From an optimization exercise on the open Yosys and OpenROAD flow, aimed at small area; shortcuts taken in it are not production practice. Function was not checked in any run shown here: the RTL went through the layout flow alone. Power and IR drop assume default switching activity. No driver is modelled on the clock port, so clocking that relies on it looks cheaper here than on a real chip.

`flow/run.sh`:
```
#!/bin/bash
# synth_recipe.tcl (not shown) runs the flow's synth.tcl, then flattens the netlist and writes it again
# the make line also repeats each setting of config.mk as NAME=value (left out here)
make -C /OpenROAD-flow-scripts/flow DESIGN_CONFIG=/design/flow/config.mk WORK_HOME=/design/flow/orfs CLKGATE_MAP_FILE= SYNTH_SCRIPT=/design/flow/synth_recipe.tcl finish
```
`flow/config.mk`:
```
export PLATFORM = sky130hd
export DESIGN_NAME = r_debug_mw
export DESIGN_NICKNAME = r_debug_mw
export VERILOG_FILES = /design/flow/design.v
export SDC_FILE = /design/flow/constraint.sdc
export NUM_CORES = 4
export LEC_CHECK = 0
export CAP_MARGIN = 20
export CORE_MARGIN = 2
export CORE_UTILIZATION = 40
export SLEW_MARGIN = 20
```
`flow/constraint.sdc`:
```
create_clock -name core_clock -period 6.0 [get_ports {clk}]
set_input_delay 1.2000 -clock core_clock [delete_from_list [all_inputs] [get_ports {clk}]]
set_output_delay 1.2000 -clock core_clock [all_outputs]
set_load 0.01 [all_outputs]
```
`flow/design.v`:
```
module r_debug_mw #(
   parameter int ADDR_BYTES  = 4,
   parameter int MAX_WORDS   = 16,
   parameter int TIMEOUT_CYC = 4096
) (
   input  logic        clk,
   input  logic        reset,
   output logic [63:0] O_TDATA,
   output logic        O_TVALID,
   output logic        O_TLAST,
   input  logic        O_TREADY,
   input  logic [63:0] I_TDATA,
   input  logic        I_TVALID,
   input  logic        I_TLAST,
   output logic        I_TREADY,
   output logic [7:0]  tx_data,
   output logic        tx_has_data,
   input  logic        tx_data_consume,
   input  logic [7:0]  rx_data,
   output logic        rx_has_space,
   input  logic        rx_data_produce,
   output logic        busy,
   output logic        err_sticky
);
   localparam logic [3:0] IDLE = 4'd0, CNT = 4'd1, ADDR = 4'd2, PAYLOAD = 4'd3,
                          MREQ = 4'd4, MRESP = 4'd5, TXDATA = 4'd6, TXACK = 4'd7, TXWAIT = 4'd8;
   logic [3:0]   state;
   logic [511:0] sb;           
   logic [31:2]  addr;
   logic [4:0]   n;            
   logic [1:0]   opc;          
   logic [5:0]   c;            
   logic [11:0]  tcnt;
   logic [3:0]   p;            
   logic         swap, zero, tmo, drain, tx_ld;
   logic         rx_ok, is_rd, is_wrs, is_fill, a, last_pay, acc, wr_en, cap, tx_free;
   logic [4:0]   e;
   logic [63:0]  beat;
   assign a            = addr[2];
   assign is_rd        = (opc == 2'b11);
   assign is_wrs       = (opc == 2'b10);
   assign is_fill      = (opc == 2'b01);
   assign rx_has_space = (state[3:2] == 2'b00);
   assign busy         = (state != IDLE);
   assign O_TVALID     = (state == MREQ);
   assign rx_ok        = rx_data_produce && rx_has_space;
   assign e            = n + {4'd0, a} + 5'd1;           
   assign last_pay     = (c[1:0] == 2'd3) && (is_fill || c[5:2] == e[3:0]);
   assign O_TLAST      = is_rd || (c[3:0] == e[4:1]);
   assign I_TREADY     = drain || (state == MRESP && (!is_rd || p[3]));
   assign acc          = I_TVALID && I_TREADY && !drain;
   assign wr_en        = (state == PAYLOAD) && rx_data_produce;
   assign cap          = (state == MRESP) && is_rd && acc;
   assign tx_free      = !tx_ld && !tx_has_data;
   always_comb begin
      case (c[2:0])
         3'd0: beat = sb[0*64 +: 64];
         3'd1: beat = sb[1*64 +: 64];
         3'd2: beat = sb[2*64 +: 64];
         3'd3: beat = sb[3*64 +: 64];
         3'd4: beat = sb[4*64 +: 64];
         3'd5: beat = sb[5*64 +: 64];
         3'd6: beat = sb[6*64 +: 64];
         default: beat = sb[7*64 +: 64];
      endcase
      if (c[3:0] == 4'd0)
         O_TDATA = {{6'd0, is_rd, !is_rd}, {4'd0, e[4:1]}, {4'hF, {4{!a}}}, {{4{e[0]}}, 4'hF},
                    addr[31:3], 3'd0};
      else
         O_TDATA = beat;
   end
   always_ff @(posedge clk)
      for (int b = 0; b < 64; b++) begin
         if (b < 8 && cap)
            sb[8*b +: 8] <= I_TDATA[8*b +: 8];
         else if (wr_en && c[1:0] == 2'(b) && (is_fill || c[5:2] == 4'(b >> 2)))
            sb[8*b +: 8] <= rx_data;
      end
   always_ff @(posedge clk) begin
      if (state == MRESP && !acc) begin
         if (!I_TVALID) tcnt <= tcnt + 12'd1;
      end else tcnt <= '0;
   end
   always_ff @(posedge clk) begin
      if (reset) begin
         state <= IDLE; p <= 4'b1000; tx_ld <= 1'b0; tx_has_data <= 1'b0;
         err_sticky <= 1'b0; drain <= 1'b0;
      end else begin
         tx_ld <= 1'b0;
         if (tx_ld) tx_has_data <= 1'b1;
         else if (tx_data_consume) tx_has_data <= 1'b0;
         if (!p[3] && tx_free) begin
            tx_data <= zero ? 8'd0 : sb[8*{p[2] ^ swap, p[1:0]} +: 8];
            tx_ld   <= 1'b1;
            p       <= p + 4'd1;
         end
         if (drain && I_TVALID && I_TLAST) drain <= 1'b0;
         case (state)
            IDLE: begin
               tmo <= 1'b0;
               if (rx_ok) begin
                  opc <= {rx_data[1], rx_data[2] | !rx_data[0]};
                  if (rx_data == 8'h04) state <= TXACK;
                  else if (rx_data == 8'h01 || rx_data == 8'h02 || rx_data == 8'h03 || rx_data == 8'h05)
                     state <= CNT;
                  else begin tmo <= 1'b1; state <= TXACK; end
               end
            end
            CNT: if (rx_ok) begin
               n <= rx_data[4:0]; c <= '0;
               if (rx_data == 8'd0 || rx_data > 8'd16) begin tmo <= 1'b1; state <= TXACK; end
               else state <= ADDR;
            end
            ADDR: if (rx_ok) begin
               case (c[1:0])
                  2'd0: addr[7:2]   <= rx_data[7:2];
                  2'd1: addr[15:8]  <= rx_data;
                  2'd2: addr[23:16] <= rx_data;
                  default: addr[31:24] <= rx_data;
               endcase
               c <= c + 6'd1;
               if (c[1:0] == 2'd3) begin
                  if (is_rd) begin c <= '0; state <= MREQ; end
                  else begin c <= {3'b001, a, 2'b00}; state <= PAYLOAD; end
               end
            end
            PAYLOAD: if (rx_ok) begin
               c <= c + 6'd1;
               if (last_pay) begin c <= '0; state <= MREQ; end
            end
            MREQ: if (O_TREADY) begin
               if (O_TLAST) begin c <= {1'b0, n}; state <= MRESP; end
               else c <= c + 6'd1;
            end
            MRESP: begin
               if (acc) begin
                  if (is_rd) begin
                     zero <= 1'b0;
                     if (c == {1'b0, n} && a) begin
                        p <= 4'd4; swap <= 1'b0; c <= c - 6'd1;
                     end else if (c >= 6'd2) begin
                        p <= 4'd0; swap <= 1'b0; c <= c - 6'd2;
                     end else if (c != 6'd0) begin
                        p <= 4'd4; swap <= 1'b1; c <= '0;
                     end
                     if (I_TLAST) state <= TXDATA;
                  end else if (I_TLAST) begin
                     if (is_wrs) state <= TXACK;
                     else state <= IDLE;
                  end
               end else if (!I_TVALID && tcnt == 12'hFFF) begin
                  err_sticky <= 1'b1; drain <= 1'b1; tmo <= 1'b1;
                  if (is_rd) state <= TXDATA;
                  else if (is_wrs) state <= TXACK;
                  else state <= IDLE;
               end
            end
            TXDATA: if (p[3] && tx_free) begin
               if (c != 6'd0) begin
                  zero <= 1'b1; p <= 4'd4; c <= c - 6'd1;
               end else if (tmo) state <= TXACK;
               else state <= IDLE;
            end
            TXACK: if (tx_free) begin
               tx_data <= tmo ? 8'hEE : is_wrs ? 8'hAA : 8'hA5;
               tx_ld   <= 1'b1;
               if (tmo) err_sticky <= 1'b1;
               state   <= TXWAIT;
            end
            TXWAIT: if (tx_free) state <= IDLE;
            default: state <= IDLE;
         endcase
      end
   end
endmodule
```
==> impl_metrics.ini, run 1 <==
[floorplan]
ios = 158
die_y_um = 253.5
start_util = 0.4043
die-area_um2 = 64280
die_w_um = 253.5
placement_rows = 91
coreArea_um2 = 61600

[sta]
rsz0062_at_grt = no
post-route-period-util = 0.9584
worstMarginPinSlew_ns = 1.132
fin_hold_ws_ns = 0.4894
finalSetupTns_ns = 0
slew_violations = 0
maxSlewHeadroom = 0.2424
finalHoldViolations = 0
setup_viol = 0
fin_crit_ns = 5.750
finClkSkew_ns = 0.02835
fmax_mhz = 173.9

[logic_synthesis]
syn_area_per_cell_um2 = 14.55
ys_warn_count = 57
synth_ff_type = edfxtp_1
ys_seq_area_frac = 0.7017
synthDistinctLibCells = 72
synth_area_um2 = 24910
synth-seq-cells = 590
synthArstFlopShare = 0
postSynthCellCount = 1712
synth_nets = 1804
synth_edf_count = 566

[pwr]
vdd_drop_max_uv = 256.7
p_leak_nw = 9.784
power.density_nw_per_um2 = 400.7

[clock_network]
clk_pin_slew_ns = 0.07
hold_buffers = 0
cts_max_level = 2
ctsResizeCount = 0
clock_path_buffers = 3
cts_sinks = 590
cts_inserted_buffers = 61
cts_root_buf = clkbuf_16
clock_latency_ns = 0.64
post_cts_buffers = 0
cts_tree = yes

[global_routing]
overflow = 0
antenna_found_initial = 1
grt_pass1_wl_um = 113100
grt.total_usage = 0.2446
grt_pass1_vias = 15830
grt_max_degree = 127

[worst_setup_path]
cp-end-kind = primary output
cp_max_fo = 50
crit_required_ns = 4.80
arrival_ns = 4.55
criticalPathCategory = flip-flop to primary output
cp-start-kind = flip-flop

[place]
hpwl_um = 52490
portBuffers = 157
dp.cells = 2619
routabilityCongestion = 0.9132

[finish]
final_common_cell = edfxtp_1
final_cells = 2731
num-nets-final = 1937
area_delta_synth_final_pct = 18.42
antenna_cells = 0
drive_gt1_frac = 0.1320
final_cell_mix = edfxtp_1, nor2_1, clkdlybuf4s50_1

[route]
drt_iter0_markers = 2854
routedWlPerCell_um = 29.24
ant_nets = 0
vias_per_cell = 6.100
vias = 16660
drtPass1Iterations = 10
wl_um = 79860
drc = 0

[min_path]
hold_class = flip-flop to flip-flop

[status]
status = complete, no violations

[job]
drv_cap = 0
==> cells in the mapped netlist (21+ instances only) <==
master    instances  share of area
a21o_1           65          0.020
a21oi_1          77          0.015
a221oi_1         24         0.0084
a222oi_1         74          0.030
a22oi_1          39          0.012
buf_2            22         0.0044
clkbuf_1         93          0.014
dfxtp_1          24          0.019
edfxtp_1        566           0.68
mux2_2           81          0.037
nand2_1         100          0.015
nand3_1          29         0.0058
nor2_1          154          0.023
o21ai_0          77          0.015
xnor2_1          21         0.0074
==> path summary, 6_finish.rpt <==
kind          from           to  slack, ns  cells after the start
min reg2reg  drain        drain       0.49                      2
max           c[0]  O_TDATA[57]       0.25                      9
max reg2reg   c[0]      sb[245]       1.67                      5
min          drain        drain       0.49                      2
==> per-layer routing <==
layer | routed length (µm) | track usage | vias up
met2 | 36840 | 0.3826 | 1018
li1 | - | - | 7055
met5 | 0 | 0 | -
met4 | 2334 | 0.07337 | 0
met1 | 32310 | 0.3435 | 8462
met3 | 8384 | 0.05162 | 124
==> critical path, cell delays in order, from the launching register on <==
cell and delay, ns:
edfxtp_1 0.66, inv_1 0.28, ha_4 0.45, or4_2 1.08, buf_12 0.31, buf_12 0.18
nand3_1 0.09, o211ai_1 0.11, o21ai_0 0.12, clkdlybuf4s50_1 0.57
==> flip-flops by register name, indices dropped and copies added (netlist names), 2 cells and up <==
signal   flops
p            4
tcnt        12
n            5
state        4
sb         512
c            6
opc          2
addr        30
tx_data      8
==> through the flow <==
step	utilization	instance area [µm²]	power (mW)	setup slack (ns)
CTS	0.4788	29490	11.81	0.2809
floorplan	-	24910	6.458	2.059
global placement	0.4444	27380	7.877	1.029
detailed placement	0.4450	27410	7.890	0.9413
global route	0.4788	29490	12.19	0.1196
finish	0.4788	29490	11.82	0.2496
==> layout make-up <==
class | count | area [µm²]
fillers | 5304 | 32100
flip-flops and latches | 590 | 17480
multi-input cells | 972 | 6902
repair buffers | 199 | 1909
clock buffers | 74 | 1585
well taps | 837 | 1047
clock inverters | 38 | 495.5
inverters | 21 | 78.83
==> cell families after synthesis <==
kind of cell	synth area share
adders and majority gates	0.006531
buffers and inverters	0.02451
AOI/OAI and AO/OA	0.1343
and+or+nand+nor	0.06727
DFF	0.7017
xor gates and xnor gates	0.01376
muxes	0.05189
==> power by group <==
part           internal (mW)  leakage [nW]  switching [mW]  total, mW
logic                   1.30          3.48            1.80       3.11
clock network           2.35          1.01            1.62       3.97
registers               4.62          5.29           0.128       4.75
==> run 2: changes to the inputs <==
--- a/flow/config.mk
+++ b/flow/config.mk
@@ -8,4 +8,7 @@
 export CAP_MARGIN = 20
 export CORE_MARGIN = 2
-export CORE_UTILIZATION = 40
+export CORE_UTILIZATION = 65
+export CTS_BUF_LIST = sky130_fd_sc_hd__clkbuf_8
+export CTS_CLUSTER_SIZE = 30
+export PLACE_DENSITY = 0.75
 export SLEW_MARGIN = 20
==> run 2 against run 1 <==
  * Still clean
  * Clock skew is 0.0070 ns lower
  * Synthesized cell count unchanged
  * Maximum frequency grew 2.7%
  * Clock-buffer cell count is 19 higher
  * Synthesized area unchanged
  * First-iteration DRC count fell by 5.2%
  * Global-route usage up 12 points
  * Critical path depth decreased by 1
  * Wire length decreased by 9.3%
  * Non-clock buffer count is 3 lower
  * Critical path type unchanged
  * Critical endpoint is now O_TDATA[2]
==> impl_metrics.ini, run 2 <==
[status]
status = complete, no violations

[global_routing]
overflow = 0
grt_pass1_vias = 16290
grt_pass1_wl_um = 105300
grt_max_degree = 97
antenna_found_initial = 3
grt.total_usage = 0.3691

[sta]
maxSlewHeadroom = 0.2501
finClkSkew_ns = 0.02131
slew_violations = 0
timing.final.ws_setup_ns = 0.3994
fin_hold_ws_ns = 0.4825
finalHoldViolations = 0
finalSetupTns_ns = 0
fmax_mhz = 178.6
rsz0062_at_grt = no
post-route-period-util = 0.9334
setup_viol = 0
fin_crit_ns = 5.601
worstMarginPinSlew_ns = 1.121

[route]
wl_um = 72420
ant_nets = 0
drc = 0
routedWlPerCell_um = 29.51
drt_iter0_markers = 2705
vias_per_cell = 6.922
vias = 16990
drtPass1Iterations = 9

[finish]
seq_area_um2 = 17480
final_cell_mix = edfxtp_1, nor2_1, clkdlybuf4s50_1
multi_input_area_um2 = 6897
final_common_cell = edfxtp_1
reg_top3 = sb (512), addr (30), tcnt (12)
fill_cells = 2360
final_util = 0.7582
antenna_cells = 0
num-nets-final = 1962
area_delta_synth_final_pct = 14.67
regMostFlops = sb
largest_reg_flops = 512
final_cells = 2454
drive_gt1_frac = 0.1395

[clock_network]
clk_pin_slew_ns = 0.06
ctsResizeCount = 0
hold_buffers = 0
cts_sinks = 590
cts_inserted_buffers = 89
post_cts_buffers = 0
cts_root_buf = clkbuf_8
cts_tree = yes
clock_path_buffers = 3
cts_max_level = 3
clock_latency_ns = 0.66

[min_path]
min_to = drain
hold_class = flip-flop to flip-flop
min_path_cells = 2
min_from = drain

[place]
dp.cells = 2290
portBuffers = 157
hpwl_um = 47140
routabilityCongestion = 0.9290
post-place-ws_ns = 1.114

[floorplan]
die_w_um = 199.8
ios = 158
die-area_um2 = 39900
die_y_um = 199.8
start_util = 0.6612
coreArea_um2 = 37670
placement_rows = 71

[job]
drv_cap = 0

[logic_synthesis]
yosysMostFrequentCell = edfxtp_1
synthDistinctLibCells = 72
netlist.top_cell.by_area = edfxtp_1
yosys-top-cells-count = edfxtp_1, nor2_1, nand2_1, clkbuf_1, mux2_2
syn_area_per_cell_um2 = 14.55
synthArstFlopShare = 0
synth_edf_count = 566
postSynthCellCount = 1712
synth_area_um2 = 24910
synth_nets = 1804
synth_top_area_frac = 0.6824
ys_warn_count = 57
synth-seq-cells = 590
ys_seq_area_frac = 0.7017
synth_ff_type = edfxtp_1
synth.top_cells.by_area = edfxtp_1, mux2_2, a222oi_1

[worst_setup_path]
arrival_ns = 4.40
crit_required_ns = 4.80
cp_max_fo = 37
slowest_delay_ns = 1.06
worstPathCellList = inv_1, ha_4, or4_2, buf_12, nand2_1, a221oi_1, a21oi_1, clkdlybuf4s50_1
r2r-start = c[1]
criticalPathCategory = flip-flop to primary output
rrSetupSlack_ns = 2.07
cp-start-kind = flip-flop
r2r-end = sb[360]
cp-end-kind = primary output
cpMaxStageDelayCell = or4_2
r2r_cells = 5

[pwr]
power.density_nw_per_um2 = 379.6
p_leak_nw = 9.654
vdd_drop_max_uv = 273.2
[run 2: cell types whose count changed in the layout (fill, tap and decap cells not counted), sizes merged]
cell | before | now
buf | 50 | 47
bufinv | 11 | 1
clkbuf | 74 | 93
clkinv | 27 | 41
clkinvlp | 0 | 4
inv | 21 | 46
[run 2: worst max-delay path by stage]
stage,end,from
final,O_TDATA[2],c[1]
after global routing,O_TDATA[0],c[1]
after CTS,O_TDATA[2],c[1]
after detailed placement,O_TDATA[2],c[0]
after global placement,O_TDATA[2],c[1]
after floorplan,O_TDATA[11],c[2]
[run 2: logic make-up (layout without fill, tap and decap cells)]
family,count (synthesis),count (layout),synth area share
AOI/OAI and AO/OA,456,456,0.1343
xor gates and xnor gates,36,36,0.01376
adders and majority gates,13,13,0.006531
buffers and inverters,150,381,0.02451
DFF,590,590,0.7017
muxes,99,99,0.05189
and+or+nand+nor,368,368,0.06727
[run 2: routing by layer]
layer	wire length, µm	track usage	vias to the layer above
li1	-	-	7122
met1	26940	0.5255	8286
met2	32590	0.5499	1383
met3	9985	0.09812	195
met4	2903	0.1490	0
met5	0	0	-
[run 2: where the power goes]
part	switching, mW	internal, mW
clock	1.54	1.49
combinational	1.78	1.29
sequential	0.125	4.62
[run 2: stage by stage]
step / total power [mW] / instance area, µm²
after detailed placement: 7.826 / 26930
after global routing: 11.21 / 28560
final: 10.84 / 28560
after CTS: 10.80 / 28550
after global placement: 7.800 / 26930
after floorplan: 6.458 / 24910
[run 2: worst max-delay path: cells and delay by family (launching register included)]
kind                       cells  cell delay [ns]
adders and majority gates      1             0.34
AOI/OAI and AO/OA              2             0.40
buffers and inverters          3             1.19
and+or+nand+nor                2             1.13
DFF                            1             0.65
[run 2: layout make-up]
type                       count  area share
clock buffer                  93     0.04482
clock inverter                71     0.01187
inverter                      21    0.002760
multi-input combinational    972      0.2415
sequential                   590      0.6119
tap                          511     0.02239
timing repair buffer         196     0.06475
==> run 3: changes to the inputs <==
--- a/flow/config.mk
+++ b/flow/config.mk
@@ -6,9 +6,10 @@
 export NUM_CORES = 4
 export LEC_CHECK = 0
+export ABC_AREA = 1
 export CAP_MARGIN = 20
 export CORE_MARGIN = 2
 export CORE_UTILIZATION = 65
-export CTS_BUF_LIST = sky130_fd_sc_hd__clkbuf_8
-export CTS_CLUSTER_SIZE = 30
+export CTS_BUF_LIST = sky130_fd_sc_hd__clkbuf_4
+export CTS_CLUSTER_SIZE = 20
 export PLACE_DENSITY = 0.75
 export SLEW_MARGIN = 20
==> run 3 against run 2 <==
  * Still clean on timing, DRC and antenna
  * Setup slack lost 0.16 ns
  * Synthesized area shrank 0.29%
  * Sequential share of layout area shrank 0.17 points
  * Maximum frequency shrank 2.8%
  * Synthesized cell count grew 23%
  * Clock skew grew 0.026 ns
  * Via count grew 8.3%
  * Hold slack lost 0.030 ns
  * Clock-buffer cell count grew 115
  * Non-clock buffer count shrank 8
  * Largest cell class unchanged
  * Highest routed layer unchanged
==> impl_metrics.ini, run 3 <==
[global_routing]
busiest_layer = met2
use_met3 = 0.08928
met2_usage = 0.5910
antenna_found_initial = 1
overflow = 0
grt_pass1_wl_um = 108200
grt_pass1_vias = 17900
grt_max_degree = 67
grt_use_met1 = 0.4977
grt.total_usage = 0.3809

[logic_synthesis]
synth_edf_count = 566
postSynthCellCount = 2105
synth_top_area_frac = 0.6844
synth_top_family_by_area = simple AND/OR/NAND/NOR gates
synth_area_um2 = 24830
syn_area_per_cell_um2 = 11.80
synth-seq-cells = 590
synth-compound-area-share = 0.09406
yosys.area_share.simple = 0.1532
netlist.top_cell.by_area = edfxtp_1
synth_xor_area_frac = 0.005643
synth_ff_type = edfxtp_1
synthAdderAreaFrac = 0.006550
synthArstFlopShare = 0
yosysMostFrequentCell = nand2_1
synthDistinctLibCells = 50
synth_nets = 2197
yosys-top-cells-count = nand2_1, edfxtp_1, nor2_1, inv_1, o21ai_0
ys_seq_area_frac = 0.7037
synth_mux_area_frac = 0
synth.top_cells.by_area = edfxtp_1, nand2_1, a221oi_1
ys_warn_count = 57

[floorplan]
coreArea_um2 = 37670
die_w_um = 199.5
ios = 158
die-area_um2 = 39790
die_y_um = 199.5
start_util = 0.6593
placement_rows = 71

[sta]
fmax_mhz = 173.6
finalHoldViolations = 0
finalSetupTns_ns = 0
maxSlewHeadroom = 0.2111
setup_viol = 0
post-route-period-util = 0.9601
slew_violations = 0
finClkSkew_ns = 0.04773
rsz0062_at_grt = no
worstMarginPinSlew_ns = 1.179
fin_hold_ws_ns = 0.4529
fin_crit_ns = 5.761

[finish]
final_common_cell = nand2_1
largest_reg_flops = 512
area_delta_synth_final_pct = 15.32
drive_gt1_frac = 0.1229
num-nets-final = 2435
final_util = 0.7603
regMostFlops = sb
final_cells = 2962
fill_cells = 2536
final_cell_mix = nand2_1, edfxtp_1, clkbuf_4
reg_top3 = sb (512), addr (30), tcnt (12)

[job]
drv_cap = 0

[route]
wl_um = 73680
drc = 0
drtPass1Iterations = 6
vias = 18400
ant_nets = 0
drt_iter0_markers = 2219
routedWlPerCell_um = 24.87
vias_per_cell = 6.211

[worst_setup_path]
crit_required_ns = 4.80
criticalPathCategory = flip-flop to primary output
cp_max_fo = 34
arrival_ns = 4.56
cp-start-kind = flip-flop
cp-end-kind = primary output

[clock_network]
hold_buffers = 0
cts_tree = yes
clock_path_buffers = 3
post_cts_buffers = 0
cts_max_level = 4
clk_pin_slew_ns = 0.07
ctsResizeCount = 0
cts_root_buf = clkbuf_4
clock_latency_ns = 0.85
cts_sinks = 590
cts_inserted_buffers = 148

[pwr]
p_leak_nw = 10.30
vdd_drop_max_uv = 339.9
power.density_nw_per_um2 = 424.9

[status]
status = complete, no violations

[place]
routabilityCongestion = 0.9669
hpwl_um = 48540
portBuffers = 157
dp.cells = 2704

[min_path]
hold_class = flip-flop to flip-flop
## run 3: cells by family after synthesis
family	count (synthesis)
buffers and inverters	221
AOI/OAI and AO/OA	354
adders and majority gates	13
and+or+nand+nor	911
DFF	590
xor gates and xnor gates	16
## run 3: worst max-delay path, stage by stage, from the launching register on
cell and delay [ns]:
edfxtp_1 0.56, inv_1 0.19, ha_1 0.37, nand2_4 0.31, inv_2 0.36, buf_4 0.34, nand2_1 0.09, nand3_1 0.07
a221oi_1 0.59, nand2_1 0.12, o211ai_1 0.11, nand2_1 0.08, clkdlybuf4s50_1 0.49
## run 3: final cells by class
| type | instances | area, µm² | share of cell area |
|---|---|---|---|
| antenna | 1 | 2.502 | 0.00008738 |
| clock buffer | 208 | 1562 | 0.05453 |
| clock inverter | 49 | 275.3 | 0.009612 |
| inverter | 121 | 456.7 | 0.01595 |
| multi-input combinational | 1294 | 6449 | 0.2252 |
| sequential | 590 | 17480 | 0.6103 |
| tap | 511 | 639.4 | 0.02233 |
| timing repair buffer | 188 | 1777 | 0.06204 |
## run 3: report_power, final
| part | switching [mW] | internal (mW) | leakage (nW) |
|---|---|---|---|
| logic | 2.51 | 1.60 | 3.91 |
| clock network | 1.59 | 1.73 | 1.09 |
| registers | 0.106 | 4.63 | 5.29 |
## run 3: metrics by stage
| stage | worst slack (ns) | instance area (µm²) | total power, mW |
|---|---|---|---|
| finish | 0.2394 | 28640 | 12.17 |
| global route | 0.05729 | 28640 | 12.68 |
| CTS | 0.2831 | 28630 | 12.14 |
| detailed placement | 1.210 | 26800 | 8.855 |
| global placement | 1.315 | 26800 | 8.817 |
| floorplan | 2.740 | 24830 | 7.001 |
## run 3: final timing paths
kind / startpoint / endpoint / slack, ns / cells after the start
min: tx_ld / tx_has_data / 0.45 / 2
min reg2reg: tx_ld / tx_has_data / 0.45 / 2
max: c[0] / O_TDATA[17] / 0.24 / 12
max reg2reg: c[0] / c[3] / 2.36 / 10
## run 3: routing by layer
| layer | part of all wire | wire length [µm] | vias to the layer above |
|---|---|---|---|
| met5 | 0 | 0 | - |
| met4 | 0.057 | 4199 | 0 |
| met3 | 0.11 | 8465 | 203 |
| met2 | 0.47 | 34430 | 1287 |
| met1 | 0.36 | 26580 | 8749 |
| li1 | - | - | 8157 |
==> run 4: changes to the inputs <==
--- a/flow/design.v
+++ b/flow/design.v
@@ -53,20 +53,14 @@
    assign cap          = (state == MRESP) && is_rd && acc;
    assign tx_free      = !tx_ld && !tx_has_data;
+   logic        hsel;
+   logic [7:0]  bsel;
+   logic [63:0] header;
+   assign hsel   = (c[3:0] == 4'd0);
+   assign header = {{6'd0, is_rd, !is_rd}, {4'd0, e[4:1]}, {4'hF, {4{!a}}}, {{4{e[0]}}, 4'hF},
+                    addr[31:3], 3'd0};
    always_comb begin
-      case (c[2:0])
-         3'd0: beat = sb[0*64 +: 64];
-         3'd1: beat = sb[1*64 +: 64];
-         3'd2: beat = sb[2*64 +: 64];
-         3'd3: beat = sb[3*64 +: 64];
-         3'd4: beat = sb[4*64 +: 64];
-         3'd5: beat = sb[5*64 +: 64];
-         3'd6: beat = sb[6*64 +: 64];
-         default: beat = sb[7*64 +: 64];
-      endcase
-      if (c[3:0] == 4'd0)
-         O_TDATA = {{6'd0, is_rd, !is_rd}, {4'd0, e[4:1]}, {4'hF, {4{!a}}}, {{4{e[0]}}, 4'hF},
-                    addr[31:3], 3'd0};
-      else
-         O_TDATA = beat;
+      for (int k = 0; k < 8; k++) bsel[k] = (c[2:0] == 3'(k)) && !hsel;
+      O_TDATA = {64{hsel}} & header;
+      for (int k = 0; k < 8; k++) O_TDATA = O_TDATA | ({64{bsel[k]}} & sb[64*k +: 64]);
    end
    always_ff @(posedge clk)
==> flow/flow/run.sh (new file) <==
#!/bin/bash
# Standard ORFS layout; port buffers use the smallest buffer and CTS skips dummy loads.
set -euo pipefail
export BUFFER_PORTS_ARGS="-buffer_cell sky130_fd_sc_hd__buf_1"
export CTS_ARGS="-sink_clustering_enable -repair_clock_nets -dont_use_dummy_load"
bash standard.sh > standard.log 2>&1
==> flow/standard.sh (new file) <==
#!/bin/bash
# synth_recipe.tcl (not shown) runs the flow's synth.tcl, then flattens the netlist and writes it again
# the make line also repeats each setting of config.mk as NAME=value (left out here)
make -C /OpenROAD-flow-scripts/flow DESIGN_CONFIG=/design/flow/config.mk WORK_HOME=/design/flow/orfs CLKGATE_MAP_FILE= SYNTH_SCRIPT=/design/flow/synth_recipe.tcl "${@:-finish}"
--- a/flow/config.mk
+++ b/flow/config.mk
@@ -6,10 +6,7 @@
 export NUM_CORES = 4
 export LEC_CHECK = 0
-export ABC_AREA = 1
 export CAP_MARGIN = 20
 export CORE_MARGIN = 2
 export CORE_UTILIZATION = 65
-export CTS_BUF_LIST = sky130_fd_sc_hd__clkbuf_4
-export CTS_CLUSTER_SIZE = 20
 export PLACE_DENSITY = 0.75
 export SLEW_MARGIN = 20
removed: flow/run.sh
==> run 4 against run 3 <==
  * Largest cell class unchanged
  * Still clean
  * Wire length down 6.9%
  * Sequential share of layout area up 4.7 points
  * Die area down 2.6%
  * Critical path type unchanged
  * Core utilization is 3.4 points lower
  * Clock power decreased by 9.7%
  * Final area shrank 7.1%
  * Clock-buffer cell count is 152 lower
==> impl_metrics.ini, run 4 <==
[logic_synthesis]
synth_ff_type = edfxtp_1
synth_top_area_frac = 0.7030
ys_seq_area_frac = 0.7228
yosysMostFrequentCell = edfxtp_1
syn_area_per_cell_um2 = 15.22
synth_nets = 1683
synthArstFlopShare = 0
netlist.top_cell.by_area = edfxtp_1
synthDistinctLibCells = 79
postSynthCellCount = 1589
synth.top_cells.by_area = edfxtp_1, a22oi_1, dfxtp_1
yosys-top-cells-count = edfxtp_1, a22oi_1, nor2_1, clkbuf_1, a21oi_1
synth_area_um2 = 24180
synth_edf_count = 566
ys_warn_count = 57
synth-seq-cells = 590

[global_routing]
grt_pass1_vias = 14810
grt_max_degree = 67
overflow = 0
grt_pass1_wl_um = 98880
grt.total_usage = 0.3583
antenna_found_initial = 2

[route]
drt_iter0_markers = 2419
wl_um = 68590
routedWlPerCell_um = 31.31
vias = 15830
drtPass1Iterations = 7
vias_per_cell = 7.226
drc = 0
ant_nets = 0

[floorplan]
die-area_um2 = 38760
coreArea_um2 = 36610
placement_rows = 70
ios = 158
start_util = 0.6604
die_y_um = 196.9
die_w_um = 196.9

[clock_network]
ctsResizeCount = 0
clock_path_buffers = 3
cts_max_level = 2
hold_buffers = 0
cts_inserted_buffers = 56
clk_pin_slew_ns = 0.06
cts_tree = yes
clock_latency_ns = 0.62
post_cts_buffers = 0
cts_sinks = 590
cts_root_buf = clkbuf_16

[min_path]
hold_class = flip-flop to flip-flop
min_to = tcnt[11]
min_from = tcnt[11]
min_path_cells = 2

[sta]
maxSlewHeadroom = 0.1376
rsz0062_at_grt = no
worstMarginPinSlew_ns = 1.282
finalHoldViolations = 0
finClkSkew_ns = 0.04025
finalSetupTns_ns = 0
post-route-period-util = 0.9488
slew_violations = 0
fmax_mhz = 175.7
setup_viol = 0
fin_crit_ns = 5.693
fin_hold_ws_ns = 0.5200
timing.final.ws_setup_ns = 0.3073

[pwr]
power.density_nw_per_um2 = 375.1
vdd_drop_max_uv = 310.4
p_leak_nw = 8.732

[finish]
area_delta_synth_final_pct = 10.02
num-nets-final = 1819
largest_reg_flops = 512
final_util = 0.7266
reg_top3 = sb (512), addr (30), tcnt (12)
drive_gt1_frac = 0.08183
final_cells = 2191
antenna_cells = 0
final_common_cell = edfxtp_1
final_cell_mix = edfxtp_1, a22oi_1, buf_1
regMostFlops = sb

[place]
portBuffers = 157
routabilityCongestion = 0.9307
post-place-ws_ns = 1.046
hpwl_um = 45030
dp.cells = 2135

[worst_setup_path]
r2r-start = c[1]
cp_max_fo = 47
rrSetupSlack_ns = 2.57
cp-end-kind = primary output
crit_required_ns = 4.80
cp-start-kind = flip-flop
criticalPathCategory = flip-flop to primary output
r2r_cells = 4
r2r-end = sb[196]
arrival_ns = 4.49

[job]
drv_cap = 0

[status]
status = complete, no violations
==> run 4: cell families after synthesis <==
group | after synthesis | synth area share
mux | 30 | 0.02111
compound gates | 468 | 0.1432
simple gates | 317 | 0.06774
buf+inv | 132 | 0.02225
flops | 590 | 0.7228
xor+xnor | 37 | 0.01511
fa+ha+maj | 15 | 0.007762
==> run 4: worst max-delay path: stages (launching register included) <==
cell      delay, ns
edfxtp_1       0.54
inv_1          0.24
ha_1           0.68
and3_2         1.06
nor2b_4        0.37
buf_4          0.37
a22oi_1        0.28
nand4_1        0.15
buf_1          0.17
==> run 4: how the worst max path moves through the flow <==
| stage | slack, ns | from | cells after the start | to |
|---|---|---|---|---|
| after detailed placement | 1.05 | c[1] | 8 | O_TDATA[26] |
| after CTS | 0.41 | c[1] | 8 | O_TDATA[4] |
| after global placement | 1.23 | c[1] | 8 | O_TDATA[29] |
| after floorplan | 2.40 | c[0] | 10 | O_TDATA[10] |
| after global routing | 0.14 | c[1] | 8 | O_TDATA[57] |
| final | 0.31 | c[1] | 8 | O_TDATA[4] |
==> run 4: per-layer routing <==
metal,GRT usage,share of wire
met2,0.5312,0.45
met5,0,0.00015
met4,0.1320,0.037
met3,0.09257,0.13
met1,0.5214,0.38
==> run 4: final cells by class <==
cell class | count | area (µm²)
Inverter | 18 | 67.56
Clock buffer | 56 | 1401
Sequential cell | 590 | 17480
Fill cell | 2319 | 10010
Multi-Input combinational cell | 867 | 6213
Tap cell | 468 | 585.6
Timing Repair Buffer | 192 | 857.1
==> run 4: power breakdown <==
part	internal (mW)	switching (mW)	total [mW]
Clock	1.63	1.37	2.99
Combinational	0.761	1.46	2.22
Sequential	4.62	0.145	4.77
==> run 4: through the flow <==
step | total power, mW | cell area, µm²
after global routing | 10.28 | 26600
after floorplan | 6.177 | 24180
after CTS | 9.944 | 26600
final | 9.979 | 26600
after global placement | 6.988 | 25180
after detailed placement | 7.010 | 25190
==> run 5: changes to the inputs <==
==> flow/flow/run.sh (replaced) <==
#!/bin/bash
# Standard ORFS layout; port buffers use the smallest buffer and CTS skips dummy loads.
set -euo pipefail
export BUFFER_PORTS_ARGS="-buffer_cell sky130_fd_sc_hd__buf_1"
export CTS_ARGS="-sink_clustering_enable -repair_clock_nets -dont_use_dummy_load -sink_clustering_size 30 -sink_clustering_max_diameter 100 -buf_list sky130_fd_sc_hd__clkbuf_16"
bash standard.sh > standard.log 2>&1
==> run 5 against run 4 <==
  * First-iteration DRC count up 3.6%
  * Total power fell by 12%
  * Clock power decreased by 38%
  * Die area did not move
  * Hold slack improved by 0.016 ns
  * Critical path depth unchanged
  * Sequential power about the same
  * Flip-flop and latch count unchanged
  * Critical endpoint is now O_TDATA[56]
  * Largest power group unchanged
==> impl_metrics.ini, run 5 <==
[status]
status = complete, no violations

[global_routing]
grt_max_degree = 67
grt.total_usage = 0.3498
grt_pass1_wl_um = 97640
overflow = 0
antenna_found_initial = 3
grt_pass1_vias = 14600

[worst_setup_path]
cpMaxStageDelayCell = and3_2
cp-end-kind = primary output
crit_required_ns = 4.80
arrival_ns = 4.49
crit_family = simple AND/OR/NAND/NOR gates
worstPathCellList = inv_1, ha_1, and3_2, nor2b_4, buf_4, a22oi_1, nand4_1, buf_1
cp.depth = 8
r2r_cells = 4
cp_num_buf_inv = 3
cp-start-kind = flip-flop
slowest_delay_ns = 1.07
cp_max_fo = 47
criticalPathCategory = flip-flop to primary output

[job]
drv_cap = 0

[sta]
fin_crit_ns = 5.693
slew_violations = 0
setup_viol = 0
rsz0062_at_grt = no
finClkSkew_ns = 0.03343
maxSlewHeadroom = 0.1223
post-route-period-util = 0.9488
worstMarginPinSlew_ns = 1.305
finalHoldViolations = 0
timing.final.ws_setup_ns = 0.3071
finalSetupTns_ns = 0
fmax_mhz = 175.7

[place]
routabilityCongestion = 0.9307
hpwl_um = 45030
post-place-ws_ns = 1.046
dp.cells = 2135
portBuffers = 157

[finish]
drive_gt1_frac = 0.06391
final_common_cell = edfxtp_1
final_cell_mix = edfxtp_1, a22oi_1, buf_1
regMostFlops = sb
area_delta_synth_final_pct = 6.619
reg_top3 = sb (512), addr (30), tcnt (12)
largest_reg_flops = 512
num-nets-final = 1786
final_cells = 2159

[logic_synthesis]
synth_top_area_frac = 0.7030
synth_ff_type = edfxtp_1
yosysMostFrequentCell = edfxtp_1
synth_edf_count = 566
synth-seq-cells = 590
postSynthCellCount = 1589
synthDistinctLibCells = 79
synth.top_cells.by_area = edfxtp_1, a22oi_1, dfxtp_1
ys_seq_area_frac = 0.7228
synthArstFlopShare = 0
synth_nets = 1683
ys_warn_count = 57
syn_area_per_cell_um2 = 15.22
yosys-top-cells-count = edfxtp_1, a22oi_1, nor2_1, clkbuf_1, a21oi_1
synth_area_um2 = 24180
netlist.top_cell.by_area = edfxtp_1

[floorplan]
coreArea_um2 = 36610
die_w_um = 196.9
placement_rows = 70
die_y_um = 196.9
ios = 158
start_util = 0.6604
die-area_um2 = 38760

[clock_network]
clock_path_buffers = 3
clock_latency_ns = 0.58
cts_max_level = 1
cts_tree = yes
cts_sinks = 590
hold_buffers = 0
ctsResizeCount = 0
cts_inserted_buffers = 23
post_cts_buffers = 0
cts_root_buf = clkbuf_16
clk_pin_slew_ns = 0.11

[route]
drtPass1Iterations = 7
ant_nets = 0
vias = 15710
drt_iter0_markers = 2505
drc = 0
routedWlPerCell_um = 31.28
vias_per_cell = 7.274
wl_um = 67540

[pwr]
power.density_nw_per_um2 = 341.8
vdd_drop_max_uv = 305.9
p_leak_nw = 8.325

[min_path]
hold_class = flip-flop to flip-flop
min_path_cells = 2
[run 5: metrics by stage]
stage	utilization	power (mW)	instance area, µm²	hold slack, ns
final	0.7041	8.811	25780	0.5363
after global routing	0.7041	9.083	25780	0.5832
after detailed placement	0.6882	7.010	25190	0.5068
after global placement	0.6879	6.988	25180	0.4999
after CTS	0.7039	8.771	25770	0.5417
after floorplan	-	6.177	24180	0.4838
[run 5: cells by family (layout without fill, tap and decap cells)]
family | after synthesis | count (layout) | share of synthesized area
flip-flops | 590 | 590 | 0.7228
AO/OA/AOI/OAI | 468 | 468 | 0.1432
AND/OR/NAND/NOR | 317 | 317 | 0.06774
buffers and inverters | 132 | 233 | 0.02225
XOR/XNOR | 37 | 37 | 0.01511
multiplexers | 30 | 30 | 0.02111
adder cells (fa/ha/maj) | 15 | 15 | 0.007762
other | 0 | 1 | 0
[run 5: worst reg2reg max path: stages, from the launching register on]
cell	delay [ns]
edfxtp_1	0.56
inv_1	0.23
ha_1	0.70
nand2_1	0.69
nor2_1	0.96
[run 5: cell type report]
class | count | area (µm²)
Sequential cell | 590 | 17480
Fill cell | 2446 | 10830
Multi-Input combinational cell | 867 | 6213
Timing Repair Buffer | 192 | 857.1
Tap cell | 468 | 585.6
Clock buffer | 23 | 575.6
Inverter | 18 | 67.56
Antenna cell | 1 | 2.502
[run 5: power by group]
group | switching (mW) | total, mW | internal (mW)
clock network | 1.15 | 1.84 | 0.693
registers | 0.145 | 4.76 | 4.61
logic | 1.45 | 2.21 | 0.761
total | 2.74 | 8.81 | 6.07
[run 5: worst paths after layout]
check / from / end / slack (ns)
setup / recovery: c[1] / O_TDATA[56] / 0.31
hold / removal: tcnt[11] / tcnt[11] / 0.54
setup reg to reg: c[1] / sb[197] / 2.50
hold reg to reg: tcnt[11] / tcnt[11] / 0.54
[run 5: per-layer routing]
metal | share of wire | track usage | up-vias
met5 | 0.00024 | 0 | -
met4 | 0.034 | 0.09691 | 2
met3 | 0.13 | 0.07375 | 128
met2 | 0.46 | 0.5319 | 1167
met1 | 0.38 | 0.5226 | 7854
li1 | - | - | 6554
==> run 6: changes to the inputs <==
==> flow/flow/run.sh (replaced) <==
#!/bin/bash
# Standard ORFS layout; port buffers use the smallest buffer and CTS skips dummy loads.
set -euo pipefail
export BUFFER_PORTS_ARGS="-buffer_cell sky130_fd_sc_hd__buf_1"
export CTS_ARGS="-sink_clustering_enable -repair_clock_nets -dont_use_dummy_load -sink_clustering_size 16 -sink_clustering_max_diameter 60 -buf_list sky130_fd_sc_hd__clkbuf_8"
bash standard.sh > standard.log 2>&1
==> run 6 against run 5 <==
  * Total power is 0.75% higher
  * Largest power group unchanged
  * Clock skew is 0.057 ns higher
  * Maximum frequency hardly changed
  * Still clean
  * Highest routed layer is now met4
  * Combinational power hardly changed
  * Wire length is 0.78% higher
  * Sequential share of layout area is 0.14 points lower
==> impl_metrics.ini, run 6 <==
[clock_network]
cts_inserted_buffers = 46
cts_max_level = 2
clock_latency_ns = 0.67
clk_pin_slew_ns = 0.09
cts_root_buf = clkbuf_8
post_cts_buffers = 0
cts_tree = yes
hold_buffers = 0
cts_sinks = 590
ctsResizeCount = 0
clock_path_buffers = 3

[sta]
post-route-period-util = 0.9491
maxSlewHeadroom = 0.2114
worstMarginPinSlew_ns = 1.172
setup_viol = 0
slew_violations = 0
finClkSkew_ns = 0.09026
fmax_mhz = 175.6
fin_crit_ns = 5.694
finalHoldViolations = 0
rsz0062_at_grt = no
finalSetupTns_ns = 0

[place]
dp.cells = 2135
place_area_um2 = 25190
routabilityCongestion = 0.9307
hpwl_um = 45030
portBuffers = 157

[worst_setup_path]
arrival_ns = 4.49
cp-end-kind = primary output
cp_max_fo = 47
crit_required_ns = 4.80
cp-start-kind = flip-flop
criticalPathCategory = flip-flop to primary output

[logic_synthesis]
synth_edf_count = 566
synth_area_um2 = 24180
yosys-top-cells-count = edfxtp_1, a22oi_1, nor2_1, clkbuf_1, a21oi_1
synth_top_area_frac = 0.7030
synth-seq-cells = 590
synth_nets = 1683
synthArstFlopShare = 0
ys_warn_count = 57
syn_area_per_cell_um2 = 15.22
synthDistinctLibCells = 79
synth.top_cells.by_area = edfxtp_1, a22oi_1, dfxtp_1
netlist.top_cell.by_area = edfxtp_1
postSynthCellCount = 1589
yosysMostFrequentCell = edfxtp_1
ys_seq_area_frac = 0.7228
synth_ff_type = edfxtp_1

[pwr]
total_power_mw = 8.877
cellInternalPower_mw = 6.062
pwr-share-comb = 0.249
p_leak_nw = 8.373
vdd_drop_max_uv = 324.1
seq_power_share = 0.536
p_sw_frac = 0.3170
power.density_nw_per_um2 = 343.6
switching_power_mw = 2.814
clkPwrFrac = 0.215

[global_routing]
grt_pass1_wl_um = 97550
grt.total_usage = 0.3533
grt_max_degree = 67
grt_pass1_vias = 14730
overflow = 0
antenna_found_initial = 1

[finish]
final_cell_mix = edfxtp_1, a22oi_1, buf_1
final_util = 0.7056
antenna_cells = 0
num-nets-final = 1809
final_cells = 2181
largest_reg_flops = 512
area_delta_synth_final_pct = 6.846
drive_gt1_frac = 0.07647
regMostFlops = sb
reg_top3 = sb (512), addr (30), tcnt (12)
final_area_um2 = 25830
final_common_cell = edfxtp_1

[floorplan]
coreArea_um2 = 36610
die_w_um = 196.9
placement_rows = 70
start_util = 0.6604
ios = 158
die_y_um = 196.9
die-area_um2 = 38760

[route]
drc = 0
wl_um = 68070
routedWlPerCell_um = 31.21
vias_per_cell = 7.204
vias = 15710
drt_iter0_markers = 2245
ant_nets = 0
drtPass1Iterations = 6

[status]
status = complete, no violations

[min_path]
hold_class = flip-flop to flip-flop

[job]
drv_cap = 0
run 6: cells by family (layout without fill, tap and decap cells):
logic type | count (synthesis) | count (layout) | share of synthesized area
AO/OA/AOI/OAI | 468 | 468 | 0.1432
AND/OR/NAND/NOR | 317 | 317 | 0.06774
flip-flops | 590 | 590 | 0.7228
adder cells (fa/ha/maj) | 15 | 15 | 0.007762
XOR/XNOR | 37 | 37 | 0.01511
buffers and inverters | 132 | 256 | 0.02225
multiplexers | 30 | 30 | 0.02111
run 6: layout make-up:
class / count / area [µm²]
fill: 2450 / 10780
inverter: 18 / 67.56
sequential: 590 / 17480
multi-input combinational: 867 / 6213
tap: 468 / 585.6
clock buffer: 46 / 633.1
timing repair buffer: 192 / 857.1
run 6: critical path, stage by stage, from the launching register on:
cell	delay [ns]
edfxtp_1	0.55
inv_1	0.23
ha_1	0.70
and3_2	1.05
nor2b_4	0.36
buf_4	0.38
a22oi_1	0.27
nand4_1	0.13
buf_1	0.17
run 6: per-layer routing:
metal	up-vias	track usage	wire length, µm
li1	6603	-	-
met3	144	0.09873	9490
met1	7799	0.5090	25290
met5	-	0	0
met4	0	0.1270	2456
met2	1166	0.5251	30830
run 6: worst paths after layout:
kind,from,endpoint,slack (ns),depth (start not counted)
worst max-delay path,c[1],O_TDATA[26],0.31,8
worst min-delay path,tcnt[11],tcnt[11],0.52,2
worst max register to register,c[1],sb[194],2.56,4
worst min register to register,tcnt[11],tcnt[11],0.52,2
run 6: power groups by stage:
stage                     sequential [mW]  clock, mW  combinational (mW)
after CTS                            4.75       1.90                2.18
after global routing                 4.77       2.03                2.34
after floorplan                      4.76          0                1.42
after global placement               4.84          0                2.15
final                                4.76       1.91                2.21
after detailed placement             4.85          0                2.17
run 6: per-stage QoR:
step                hold slack [ns]  worst slack [ns]
CTS                          0.5307            0.3911
finish                       0.5227            0.3056
floorplan                    0.4838             2.397
detailed placement           0.5068             1.046
global placement             0.4999             1.233
global route                 0.5541            0.1210
==> run 7: changes to the inputs <==
--- a/flow/design.v
+++ b/flow/design.v
@@ -64,14 +64,20 @@
       for (int k = 0; k < 8; k++) O_TDATA = O_TDATA | ({64{bsel[k]}} & sb[64*k +: 64]);
    end
+   logic [511:0] sb_in;
+   always_comb
+      for (int w = 0; w < 16; w++) sb_in[32*w +: 32] = {rx_data, sb[32*w+8 +: 24]};
    always_ff @(posedge clk)
-      for (int b = 0; b < 64; b++) begin
-         if (b < 8 && cap)
-            sb[8*b +: 8] <= I_TDATA[8*b +: 8];
-         else if (wr_en && c[1:0] == 2'(b) && (is_fill || c[5:2] == 4'(b >> 2)))
-            sb[8*b +: 8] <= rx_data;
+      for (int w = 0; w < 16; w++) begin
+         if (w < 2 && cap)
+            sb[32*w +: 32] <= I_TDATA[32*w +: 32];
+         else if (wr_en && (is_fill || c[5:2] == 4'(w)))
+            sb[32*w +: 32] <= sb_in[32*w +: 32];
       end
+   logic tz, tend;
+   assign tz   = (tcnt[10:0] == 11'd0);
+   assign tend = tz && tcnt[11];
    always_ff @(posedge clk) begin
       if (state == MRESP && !acc) begin
-         if (!I_TVALID) tcnt <= tcnt + 12'd1;
+         if (!I_TVALID) tcnt <= {tcnt[10:0], tcnt[11] ^ tcnt[7] ^ tcnt[1] ^ tcnt[0] ^ tz};
       end else tcnt <= '0;
    end
@@ -107,14 +113,9 @@
             end
             ADDR: if (rx_ok) begin
-               case (c[1:0])
-                  2'd0: addr[7:2]   <= rx_data[7:2];
-                  2'd1: addr[15:8]  <= rx_data;
-                  2'd2: addr[23:16] <= rx_data;
-                  default: addr[31:24] <= rx_data;
-               endcase
+               addr <= {rx_data, addr[31:10]};    
                c <= c + 6'd1;
                if (c[1:0] == 2'd3) begin
                   if (is_rd) begin c <= '0; state <= MREQ; end
-                  else begin c <= {3'b001, a, 2'b00}; state <= PAYLOAD; end
+                  else begin c <= {3'b001, addr[10], 2'b00}; state <= PAYLOAD; end
                end
             end
@@ -143,5 +144,5 @@
                      else state <= IDLE;
                   end
-               end else if (!I_TVALID && tcnt == 12'hFFF) begin
+               end else if (!I_TVALID && tend) begin
                   err_sticky <= 1'b1; drain <= 1'b1; tmo <= 1'b1;
                   if (is_rd) state <= TXDATA;
==> run 7 against run 6 <==
  * Maximum frequency is 4.2% higher
  * Total power shrank 3.1%
  * Largest cell class unchanged
  * Sequential share of layout area down 0.079 points
  * Combinational power is 11% lower
  * Final area increased by 0.12%
  * Global-route usage decreased by 2.9 points
  * Via count down 2.9%
  * Non-clock buffer count up 8
  * Clock-buffer cell count decreased by 1
  * Still clean
  * Register-to-register slack better by 0.52 ns
==> impl_metrics.ini, run 7 <==
[logic_synthesis]
ys_warn_count = 15
yosys-top-cells-count = edfxtp_1, nand2_1, a22oi_1, a21oi_1, clkbuf_1
synth_ff_type = edfxtp_1
synthDistinctLibCells = 65
netlist.top_cell.by_area = edfxtp_1
synth_edf_count = 566
synth.top_cells.by_area = edfxtp_1, a22oi_1, nand2_1
synth-seq-cells = 590
ys_seq_area_frac = 0.7316
synthArstFlopShare = 0
synth_top_area_frac = 0.7115
yosysMostFrequentCell = edfxtp_1
syn_area_per_cell_um2 = 14.77
synth_nets = 1708
synth_area_um2 = 23890
postSynthCellCount = 1617

[floorplan]
ios = 158
die_y_um = 195.7
die_w_um = 195.7
coreArea_um2 = 36430
placement_rows = 70
start_util = 0.6557
die-area_um2 = 38300

[finish]
final_cell_mix = edfxtp_1, nand2_1, buf_1
final_common_cell = edfxtp_1
multi_input_area_um2 = 6056
final_util = 0.7099
final_area_um2 = 25860
regMostFlops = sb
fill_cells = 2447
area_delta_synth_final_pct = 8.265
reg_top3 = sb (512), addr (30), tcnt (12)
antenna_cells = 0
seq_area_um2 = 17480
drive_gt1_frac = 0.08542
num-nets-final = 1849
largest_reg_flops = 512

[place]
portBuffers = 157
hpwl_um = 41530
place_area_um2 = 25080
routabilityCongestion = 0.8994

[global_routing]
grt.total_usage = 0.3246
grt_max_degree = 57
overflow = 0
grt_pass1_vias = 14740
grt_pass1_wl_um = 91870
antenna_found_initial = 0

[sta]
fmax_mhz = 183.0
setup_viol = 0
fin_crit_ns = 5.465
finalSetupTns_ns = 0
finClkSkew_ns = 0.06531
worstMarginPinSlew_ns = 1.045
fin_hold_ws_ns = 0.4284
finalHoldViolations = 0
maxSlewHeadroom = 0.2933
rsz0062_at_grt = no
slew_violations = 0
post-route-period-util = 0.9108

[min_path]
hold_class = flip-flop to flip-flop

[pwr]
power.density_nw_per_um2 = 332.7
p_leak_nw = 8.233
vdd_drop_max_uv = 313.6
total_power_mw = 8.606

[clock_network]
clk_pin_slew_ns = 0.10
cts_root_buf = clkbuf_8
hold_buffers = 0
cts_sinks = 590
clock_path_buffers = 3
clock_latency_ns = 0.66
cts_inserted_buffers = 45
post_cts_buffers = 0
cts_tree = yes
cts_max_level = 2
ctsResizeCount = 0

[route]
drtPass1Iterations = 6
vias_per_cell = 6.857
ant_nets = 0
routedWlPerCell_um = 27.90
wl_um = 62050
drt_iter0_markers = 2100
vias = 15250
drc = 0

[worst_setup_path]
cp-start-kind = flip-flop
slowest_delay_ns = 0.80
crit_family = simple AND/OR/NAND/NOR gates
worstPathCellList = inv_1, ha_1, and2_2, nor2b_4, buf_4, a22oi_1, nand4_1, buf_1
crit_required_ns = 4.80
criticalPathCategory = flip-flop to primary output
cp_num_buf_inv = 3
arrival_ns = 4.27
cp-end-kind = primary output
cp_max_fo = 30
cpMaxStageDelayCell = nor2b_4

[status]
status = complete, no violations

[job]
drv_cap = 0
## run 7: cell count changes after synthesis, sizes merged, moves of 7 or more
cell     previous run  this run
a21o               64         3
a221oi             24        31
a22oi             156       148
a2bb2oi             8         0
and2               20         9
buf                29        49
clkbuf             85        57
inv                17        24
nand2              31       218
nand3              53        39
nor2              114        55
xor2               17        10
## run 7: metrics by stage
stage / cells / worst slack, ns
floorplan: 1617 / 1.782
global placement: 2173 / 1.404
detailed placement: 2173 / 1.296
CTS: 2218 / 0.5969
global route: 2224 / 0.3661
finish: 2224 / 0.5349
## run 7: routing by layer
| metal | vias up | global-route usage | part of all wire |
|---|---|---|---|
| met1 | 7581 | 0.4468 | 0.38 |
| met3 | 113 | 0.04057 | 0.089 |
| li1 | 6640 | - | - |
| met5 | - | 0 | 0 |
| met2 | 917 | 0.5460 | 0.50 |
| met4 | 0 | 0.1145 | 0.034 |
## run 7: report_power, final
part / switching (mW) / internal (mW)
Combinational: 1.31 / 0.669
Clock: 1.20 / 0.673
Sequential: 0.142 / 4.62
Total: 2.65 / 5.96
## run 7: cell type report
type | count | share of cell area
multi-input combinational | 896 | 0.2341
tap | 468 | 0.02264
sequential | 590 | 0.6757
inverter | 25 | 0.003628
timing repair buffer | 200 | 0.03991
clock buffer | 45 | 0.02395
## run 7: worst reg2reg max path: stages, from the launching register on
cell and delay (ns):
dfxtp_1 0.49, nor2_1 0.57, nand4_1 0.24, buf_4 0.33, nor2_4 0.83
## run 7: logic make-up (layout without fill, tap and decap cells)
group                    Yosys count  in the layout  share of synthesized area
AO/OA/AOI/OAI                    403            403                     0.1259
adder cells (fa/ha/maj)           12             12                   0.006285
multiplexers                      37             37                    0.02425
XOR/XNOR                          32             32                    0.01205
flip-flops                       590            590                     0.7316
buffers and inverters            131            270                    0.02216
AND/OR/NAND/NOR                  412            412                    0.07783
## run 7: final timing paths
check	from	end	slack [ns]	depth (start not counted)
max	c[0]	O_TDATA[6]	0.53	8
min	sb[364]	sb[356]	0.43	0
max reg2reg	state[2]	sb[185]	3.08	4
min reg2reg	sb[364]	sb[356]	0.43	0
==> run 8: changes to the inputs <==
==> flow/flow/run.sh (replaced) <==
#!/bin/bash
# Standard ORFS layout; port buffers use the smallest buffer and CTS skips dummy loads.
set -euo pipefail
export BUFFER_PORTS_ARGS="-buffer_cell sky130_fd_sc_hd__buf_1"
export CTS_ARGS="-sink_clustering_enable -repair_clock_nets -dont_use_dummy_load -sink_clustering_size 20 -sink_clustering_max_diameter 80 -buf_list sky130_fd_sc_hd__clkbuf_16"
bash standard.sh > standard.log 2>&1
==> run 8 against run 7 <==
  * Cell count shrank 0.45%
  * Core utilization grew 0.67 points
  * Clock power grew 21%
  * Maximum frequency grew 1.8%
  * Critical path type unchanged
  * Largest cell class unchanged
==> impl_metrics.ini, run 8 <==
[worst_setup_path]
r2r_cells = 4
cp-startpoint = c[0]
crit_end = O_TDATA[31]
slowest_delay_ns = 0.79
criticalPathCategory = flip-flop to primary output
cp-start-kind = flip-flop
r2r-start = state[2]
r2r-end = sb[165]
worstPathCellList = inv_1, ha_1, and2_2, nor2b_4, buf_4, a22oi_1, nand4_1, buf_1
arrival_ns = 4.17
cpMaxStageDelayCell = nor2b_4
crit_required_ns = 4.80
rrSetupSlack_ns = 3.10
cp-end-kind = primary output
cp_max_fo = 30

[clock_network]
hold_buffers = 0
post_cts_buffers = 0
clk_pin_slew_ns = 0.08
cts_max_level = 2
clock_path_buffers = 3
cts_tree = yes
cts_root_buf = clkbuf_16
clock_latency_ns = 0.57
cts_sinks = 590
ctsResizeCount = 0
cts_inserted_buffers = 35

[pwr]
total_power_mw = 8.996
vdd_drop_max_uv = 296.7
power.density_nw_per_um2 = 344.6
p_leak_nw = 8.336

[finish]
final_common_cell = edfxtp_1
area_delta_synth_final_pct = 9.286
final_util = 0.7166
num-nets-final = 1839
fill_cells = 2413
final_area_um2 = 26110
antenna_cells = 0
drive_gt1_frac = 0.08018
reg_top3 = sb (512), addr (30), tcnt (12)
regMostFlops = sb
largest_reg_flops = 512
final_cell_mix = edfxtp_1, nand2_1, buf_1

[logic_synthesis]
synth_xor_area_frac = 0.01205
synthArstFlopShare = 0
yosysMostFrequentCell = edfxtp_1
synth-compound-area-share = 0.1259
yosys-top-cells-count = edfxtp_1, nand2_1, a22oi_1, a21oi_1, clkbuf_1
synth_nets = 1708
synth_top_family_by_area = compound AO/OA/AOI/OAI gates
synth_ff_type = edfxtp_1
synth-seq-cells = 590
synth_area_um2 = 23890
ys_warn_count = 15
synth.top_cells.by_area = edfxtp_1, a22oi_1, nand2_1
syn_area_per_cell_um2 = 14.77
synth_mux_area_frac = 0.02425
ys_seq_area_frac = 0.7316
synthDistinctLibCells = 65
synth_edf_count = 566
postSynthCellCount = 1617
yosys.area_share.simple = 0.07783
synthAdderAreaFrac = 0.006285
netlist.top_cell.by_area = edfxtp_1
synth_top_area_frac = 0.7115

[route]
met3_length_um = 5865
ant_nets = 0
drt_iter0_markers = 2070
top_layer_used = met4
wl_um = 61790
vias = 15130
wl_met2_um = 30080
wl_met1_um = 22780
routedWlPerCell_um = 27.91
vias_per_cell = 6.836
drtPass1Iterations = 6
drc = 0

[sta]
finalSetupTns_ns = 0
slew_violations = 0
fin_crit_ns = 5.371
setup_viol = 0
fin_hold_ws_ns = 0.4438
rsz0062_at_grt = no
finalHoldViolations = 0
finClkSkew_ns = 0.02809
post-route-period-util = 0.8951
worstMarginPinSlew_ns = 1.113
fmax_mhz = 186.2
maxSlewHeadroom = 0.2472

[floorplan]
ios = 158
die_w_um = 195.7
start_util = 0.6557
placement_rows = 70
die_y_um = 195.7
die-area_um2 = 38300
coreArea_um2 = 36430

[global_routing]
antenna_found_initial = 0
grt_pass1_wl_um = 90870
grt.total_usage = 0.3243
overflow = 0
grt_max_degree = 57
grt_pass1_vias = 14580

[status]
status = complete, no violations

[min_path]
hold_class = flip-flop to flip-flop

[place]
hpwl_um = 41530
place_area_um2 = 25080
routabilityCongestion = 0.8994
portBuffers = 157

[job]
drv_cap = 0
-- run 8: power by group --
part	leakage, nW	switching (mW)	internal, mW
registers	5.29	0.143	4.62
clock network	0.431	1.23	1.04
logic	2.61	1.30	0.669
total	8.34	2.67	6.33
-- run 8: final cells by class --
| cell class | count | area (µm²) | share of cell area |
|---|---|---|---|
| repair buffers | 200 | 1020 | 0.03906 |
| clock buffers | 35 | 875.8 | 0.03355 |
| well taps | 468 | 585.6 | 0.02243 |
| multi-input cells | 896 | 6056 | 0.2320 |
| inverters | 25 | 93.84 | 0.003594 |
| flip-flops and latches | 590 | 17480 | 0.6694 |
-- run 8: cell families (layout without fill, tap and decap cells) --
logic type,Yosys count,after routing
AOI/OAI and AO/OA,403,403
xor gates and xnor gates,32,32
adders and majority gates,12,12
buffers and inverters,131,260
DFF,590,590
muxes,37,37
and+or+nand+nor,412,412
-- run 8: worst min path at each step --
stage	startpoint	endpoint	slack, ns	depth (start not counted)
6_report	sb[271]	sb[263]	0.44	0
3_3_place_gp	sb[207]	sb[199]	0.43	0
5_1_grt	sb[272]	sb[264]	0.44	0
2_1_floorplan	sb[168]	sb[160]	0.43	0
3_5_place_dp	sb[272]	sb[264]	0.43	0
4_1_cts	sb[272]	sb[264]	0.43	0
-- run 8: layer usage --
| metal | track usage | vias to the layer above |
|---|---|---|
| met3 | 0.06206 | 140 |
| met5 | 0 | - |
| met4 | 0.1529 | 0 |
| met1 | 0.4354 | 7497 |
| li1 | - | 6633 |
| met2 | 0.5224 | 864 |
-- run 8: worst max-delay path, delay by kind of cell, from the launching register on --
kind,cells,cell delay (ns)
flip-flops,1,0.58
buffers and inverters,3,0.82
AO/OA/AOI/OAI,1,0.16
adder cells (fa/ha/maj),1,0.53
AND/OR/NAND/NOR,3,1.49
-- run 8: per-stage QoR --
step	std cells	worst slack (ns)
finish	2214	0.6293
global route	2214	0.4578
CTS	2208	0.6896
detailed placement	2173	1.296
global placement	2173	1.404
floorplan	1617	1.782

[what the ideal ports hide]
Ports are ideal in the flow. The routed layouts listed here were re-timed in OpenROAD. Step 1 sets driving cells, clkbuf_16 on the clock port and buf_2 on the other inputs (assumed; they add their load-dependent delay and slew). Step 2, shift: input delay + t, output delay - t, t = (earliest + latest rising clock arrival at the registers) / 2. This alone moves slack from input paths to output paths. Slacks: no drivers / after step 1 / after step 2; pairs: no drivers / after step 1.
run | t (ns) | setup slack, ns | hold slack, ns | worst slew at a driven data input, ns
run 1 | 0.685 | 0.250 / 0.187 / 0.872 | 0.489 / 0.489 / 0.489 | 0.05
run 2 | 0.702 | 0.399 / 0.348 / 1.051 | 0.482 / 0.482 / 0.482 | 0.04
run 3 | 0.885 | 0.239 / 0.186 / 1.071 | 0.453 / 0.453 / 0.453 | 0.05
run 4 | 0.655 | 0.307 / 0.253 / 0.908 | 0.520 / 0.520 / 0.520 | 0.05
run 5 | 0.619 | 0.307 / 0.250 / 0.869 | 0.536 / 0.536 / 0.536 | 0.05
run 6 | 0.678 | 0.306 / 0.253 / 0.931 | 0.523 / 0.523 / 0.523 | 0.05
run 7 | 0.671 | 0.535 / 0.488 / 1.159 | 0.428 / 0.428 / 0.428 | 0.06
run 8 | 0.609 | 0.629 / 0.577 / 1.186 | 0.444 / 0.444 / 0.444 | 0.05
After both steps setup and hold are still met in every run listed.
